Source: an optimization exercise on an open RTL-to-GDS flow (aim: small area, a short achievable clock period and few clock cycles per item). Production flows keep margins and buffers that such runs may drop.
In this exercise RTL edits were held to simulation tests only and were not proved equivalent to the original.
Power and IR drop assume default switching activity.

## the reference run
==> module zmr_store, before the edit <==
module zmr_store (
  input  logic                     clk,
  input  logic                     we,
  input  logic [zmr_pkg::AW-1:0]   waddr,
  input  logic [zmr_pkg::DW-1:0]   wdata,
  input  logic [zmr_pkg::AW-1:0]   raddr,
  output logic [zmr_pkg::DW-1:0]   rdata
);
  logic [zmr_pkg::DW-1:0] mem [0:zmr_pkg::DEPTH-1];
  always_ff @(posedge clk) begin
    if (we) begin
      mem[waddr] <= wdata;
    end
  end
  logic [zmr_pkg::DEPTH-1:0] rsel;
  always_comb begin
    for (int a = 0; a < zmr_pkg::DEPTH; a++) rsel[a] = (raddr == zmr_pkg::AW'(a));
  end
  always_comb begin
    rdata = '0;
    for (int a = 0; a < zmr_pkg::DEPTH; a++) rdata = rdata | (mem[a] & {zmr_pkg::DW{rsel[a]}});
  end
endmodule
==> module zigzag_matrix_reorder_core, before the edit <==
module zigzag_matrix_reorder_core (
  input  logic                 clk,
  input  logic                 rst_n,
  input  logic                 in_valid,
  output logic                 in_stall,
  input  logic signed [31:0]   in_element_in,
  output logic                 out_valid,
  input  logic                 out_stall,
  output logic signed [31:0]   out_element_out,
  output logic                 out_last_of_scan,
  input  logic                 cfg_we,
  input  logic [0:0]           cfg_index,
  input  logic [3:0]           cfg_wdata
);
  localparam int AW = zmr_pkg::AW;
  localparam int DEPTH = zmr_pkg::DEPTH;
  logic [2:0]       rm1_r, cm1_r;
  logic             restart;
  logic             w0v_r, w1v_r, w0l_r, w1l_r, w0y_r, w1y_r;
  logic [AW-1:0]    w0a_r, w1a_r;
  logic             wfree_r, in_stall_r;
  logic             w0_take, w1_take;
  logic [AW-1:0]    g_addr;
  logic             g_last, g_lay;
  logic [DEPTH-1:0] occ_r, occ_n;
  logic             ractive_r, rlay_r;
  logic             in_acc, start, can_out, issue_cur, issue_new, adv, lay_eff;
  logic [AW-1:0]    raddr;
  logic             rlast;
  logic [31:0]      mem_rdata, rdata;
  logic             out_valid_r, out_last_r;
  logic [31:0]      out_data_r;
  assign restart = !rst_n || cfg_we;
  logic [2:0]       rm1_nx, cm1_nx, wsize_m1;
  always_comb begin
    if (cfg_wdata == 4'd0)  wsize_m1 = 3'd0;
    else if (cfg_wdata[3])  wsize_m1 = 3'd7;
    else                    wsize_m1 = cfg_wdata[2:0] - 3'd1;
  end
  always_comb begin
    rm1_nx = rm1_r;
    cm1_nx = cm1_r;
    if (!rst_n) begin
      rm1_nx = 3'd7;
      cm1_nx = 3'd7;
    end else if (cfg_we) begin
      if (cfg_index == 1'b0) rm1_nx = wsize_m1;
      else                   cm1_nx = wsize_m1;
    end
  end
  always_ff @(posedge clk) begin
    rm1_r <= rm1_nx;
    cm1_r <= cm1_nx;
  end
  assign in_stall = in_stall_r;
  assign in_acc   = in_valid && wfree_r && !cfg_we;
  assign start    = in_acc && w0l_r;
  assign w0_take = in_acc || !w0v_r;
  assign w1_take = w0_take || !w1v_r;
  zmr_outq u_wseq (
    .clk     (clk),
    .restart (restart),
    .rm1     (rm1_r),
    .cm1     (cm1_r),
    .rm1_nx  (rm1_nx),
    .cm1_nx  (cm1_nx),
    .adv     (w1_take && !restart),
    .addr    (g_addr),
    .last    (g_last),
    .lay     (g_lay)
  );
  logic n1_nx, n2_nx;
  assign n1_nx = (rm1_nx == 3'd0) && (cm1_nx == 3'd0);
  assign n2_nx = ((rm1_nx == 3'd0) && (cm1_nx == 3'd1)) ||
                 ((rm1_nx == 3'd1) && (cm1_nx == 3'd0));
  always_ff @(posedge clk) begin
    if (restart) begin
      w0v_r <= 1'b1;
      w1v_r <= 1'b1;
    end else begin
      if (w0_take) w0v_r <= w1v_r;
      if (w1_take) w1v_r <= 1'b1;
    end
  end
  always_ff @(posedge clk) begin
    if (restart) begin
      w0a_r <= '0;
      w0l_r <= n1_nx;
      w0y_r <= 1'b0;
      w1a_r <= 6'd1;
      w1l_r <= n1_nx || n2_nx;
      w1y_r <= n1_nx;
    end else begin
      if (w0_take) begin
        w0a_r <= w1a_r;
        w0l_r <= w1l_r;
        w0y_r <= w1y_r;
      end
      if (w1_take) begin
        w1a_r <= g_addr;
        w1l_r <= g_last;
        w1y_r <= g_lay;
      end
    end
  end
  assign can_out   = !out_valid_r || !out_stall;
  assign issue_cur = ractive_r && can_out;
  assign issue_new = start && !ractive_r && can_out && !rlast;
  assign adv       = issue_cur || issue_new;
  assign lay_eff   = ractive_r ? rlay_r : w0y_r;
  zmr_scan u_scan (
    .clk     (clk),
    .restart (restart),
    .rm1   (rm1_r),
    .cm1   (cm1_r),
    .adv   (adv),
    .lay   (lay_eff),
    .raddr (raddr),
    .last  (rlast)
  );
  zmr_store u_store (
    .clk   (clk),
    .we    (wfree_r),
    .waddr (w0a_r),
    .wdata (in_element_in),
    .raddr (raddr),
    .rdata (mem_rdata)
  );
  assign rdata = mem_rdata;
  always_ff @(posedge clk) begin
    if (!rst_n) begin
      ractive_r <= 1'b0;
    end else if (adv && rlast) begin
      ractive_r <= 1'b0;
    end else if (start) begin
      ractive_r <= 1'b1;
    end
  end
  always_ff @(posedge clk) begin
    if (start) rlay_r <= w0y_r;
  end
  always_comb begin
    for (int a = 0; a < DEPTH; a++) begin
      occ_n[a] = !(adv && (raddr == AW'(a))) &&
                 (occ_r[a] || (in_acc && (w0a_r == AW'(a))));
    end
  end
  always_ff @(posedge clk) begin
    if (restart) occ_r <= '0;
    else         occ_r <= occ_n;
  end
  logic o0, o1, e0, e1, e01, wfree_n;
  assign o0  = occ_r[w0a_r];
  assign o1  = occ_r[w1a_r];
  assign e0  = (raddr == w0a_r);
  assign e1  = (raddr == w1a_r);
  assign e01 = (w0a_r == w1a_r);
  logic ractive_n;
  assign ractive_n = (ractive_r && !(adv && rlast)) || start;
  always_comb begin
    if (w0_take) begin
      wfree_n = w1v_r && ((adv && e1) || !(o1 || (in_acc && e01))) &&
                !(w1l_r && ractive_n);
    end else begin
      wfree_n = w0v_r && ((adv && e0) || !o0) && !(w0l_r && ractive_n);
    end
  end
  always_ff @(posedge clk) begin
    if (restart) begin
      wfree_r    <= 1'b1;
      in_stall_r <= 1'b0;
    end else begin
      wfree_r    <= wfree_n;
      in_stall_r <= !wfree_n;
    end
  end
  always_ff @(posedge clk) begin
    if (!rst_n) begin
      out_valid_r <= 1'b0;
    end else if (adv) begin
      out_valid_r <= 1'b1;
    end else if (!out_stall) begin
      out_valid_r <= 1'b0;
    end
  end
  always_ff @(posedge clk or negedge rst_n) begin
    if (!rst_n) begin
      out_data_r <= '0;
      out_last_r <= 1'b0;
    end else if (adv) begin
      out_data_r <= rdata;
      out_last_r <= rlast;
    end
  end
  assign out_valid        = out_valid_r;
  assign out_element_out  = out_data_r;
  assign out_last_of_scan = out_last_r;
endmodule
==> flow/config.mk <==
export PLATFORM = sky130hd
export DESIGN_NAME = zigzag_matrix_reorder_core
export DESIGN_NICKNAME = zigzag_matrix_reorder_core
export VERILOG_FILES = /design/flow/design.v
export SDC_FILE = /design/flow/constraint.sdc
export NUM_CORES = 4
export LEC_CHECK = 0
export CAP_MARGIN = 20
export CORE_MARGIN = 2
export CORE_UTILIZATION = 55
export CTS_CLUSTER_DIAMETER = 80
export CTS_CLUSTER_SIZE = 30
export SETUP_SLACK_MARGIN = 4.2
export SLEW_MARGIN = 20
==> flow/constraint.sdc <==
create_clock -name core_clock -period 7.0 [get_ports {clk}]
set_input_delay 1.4000 -clock core_clock [delete_from_list [all_inputs] [get_ports {clk}]]
set_output_delay 1.4000 -clock core_clock [all_outputs]
set_load 0.01 [all_outputs]
run.sh (not shown) runs the stock make flow with config.mk's settings and CLKGATE_MAP_FILE= SYNTH_SCRIPT=/design/flow/synth_recipe.tcl, a recipe that flattens the netlist after the stock synthesis.
Testbench counts of the reference run, summed over its fixed seeds: cycles 17,436, items 14,009.
For the trial run, these inputs were changed with respect to the reference run:
--- a/flow/design.v
+++ b/flow/design.v
@@ -8,15 +8,18 @@
 module zmr_store (
   input  logic                     clk,
   input  logic                     we,
-  input  logic [zmr_pkg::AW-1:0]   waddr,
+  input  logic [7:0]               whi,      
+  input  logic [7:0]               wlo,      
   input  logic [zmr_pkg::DW-1:0]   wdata,
   input  logic [zmr_pkg::AW-1:0]   raddr,
   output logic [zmr_pkg::DW-1:0]   rdata
 );
   logic [zmr_pkg::DW-1:0] mem [0:zmr_pkg::DEPTH-1];
   always_ff @(posedge clk) begin
-    if (we) begin
-      mem[waddr] <= wdata;
+    for (int a = 0; a < zmr_pkg::DEPTH; a++) begin
+      if (we && whi[a / 8] && wlo[a % 8]) begin
+        mem[a] <= wdata;
+      end
     end
   end
   logic [zmr_pkg::DEPTH-1:0] rsel;
@@ -344,6 +347,7 @@
   logic             restart;
   logic             w0v_r, w1v_r, w0l_r, w1l_r, w0y_r, w1y_r;
   logic [AW-1:0]    w0a_r, w1a_r;
+  logic [7:0]       w0hi_r, w0lo_r;    
   logic             wfree_r, in_stall_r;
   logic             w0_take, w1_take;
   logic [AW-1:0]    g_addr;
@@ -410,6 +414,15 @@
   end
   always_ff @(posedge clk) begin
     if (restart) begin
+      w0hi_r <= 8'd1;
+      w0lo_r <= 8'd1;
+    end else if (w0_take) begin
+      w0hi_r <= 8'd1 << w1a_r[5:3];
+      w0lo_r <= 8'd1 << w1a_r[2:0];
+    end
+  end
+  always_ff @(posedge clk) begin
+    if (restart) begin
       w0a_r <= '0;
       w0l_r <= n1_nx;
       w0y_r <= 1'b0;
@@ -447,7 +460,8 @@
   zmr_store u_store (
     .clk   (clk),
     .we    (wfree_r),
-    .waddr (w0a_r),
+    .whi   (w0hi_r),
+    .wlo   (w0lo_r),
     .wdata (in_element_in),
     .raddr (raddr),
     .rdata (mem_rdata)
==> comparison <==
Met3 track demand over resource: the trial run vs the reference run down 1.5 points
The trial run vs the reference run, final critical-path share of the clock period went down by 2.7 points.
Comparing the reference run with the trial run, the met2 wirelength from detailed routing came out essentially unchanged.
Compared with the reference run, the trial run shows a higher number of antenna violations at the first check in global routing.
Net switching share of the total power in the trial run is 0.40 points below the reference run.
From the reference run to the trial run, remaining design rule violation count did not move at all.
Compared to the reference run, the trial run has global-route track usage on met1 1.1 points higher.
Testbench counts of the trial run, summed over its fixed seeds: cycles 17,436, items 14,009.

==> re-timing with driven ports <==
Ports are ideal in the flow. The routed layouts listed here were re-timed in OpenROAD. Step 1 assumes that a clkbuf_16 drives the clock port and a buf_2 every other input. Step 2 also shifts input and output timing later by t, the mid clock arrival at the registers, as if the neighbouring blocks saw the same clock. a / b / c = no drivers / after step 1 / after step 2; a / b = the first two.
run	t (ns)	setup WS [ns]	worst hold slack (ns)	pins driven straight from the clock port
the reference run	0.863	3.960 / 3.960 / 3.363	0.457 / 0.477 / 0.477	1
the trial run	0.859	4.146 / 4.079 / 3.241	0.404 / 0.482 / 0.482	1
After both steps setup and hold are still met in every run listed. For the trial run, which loses most, drivers alone change the setup slack by -0.067 ns; drivers and shift together by -0.905 ns.
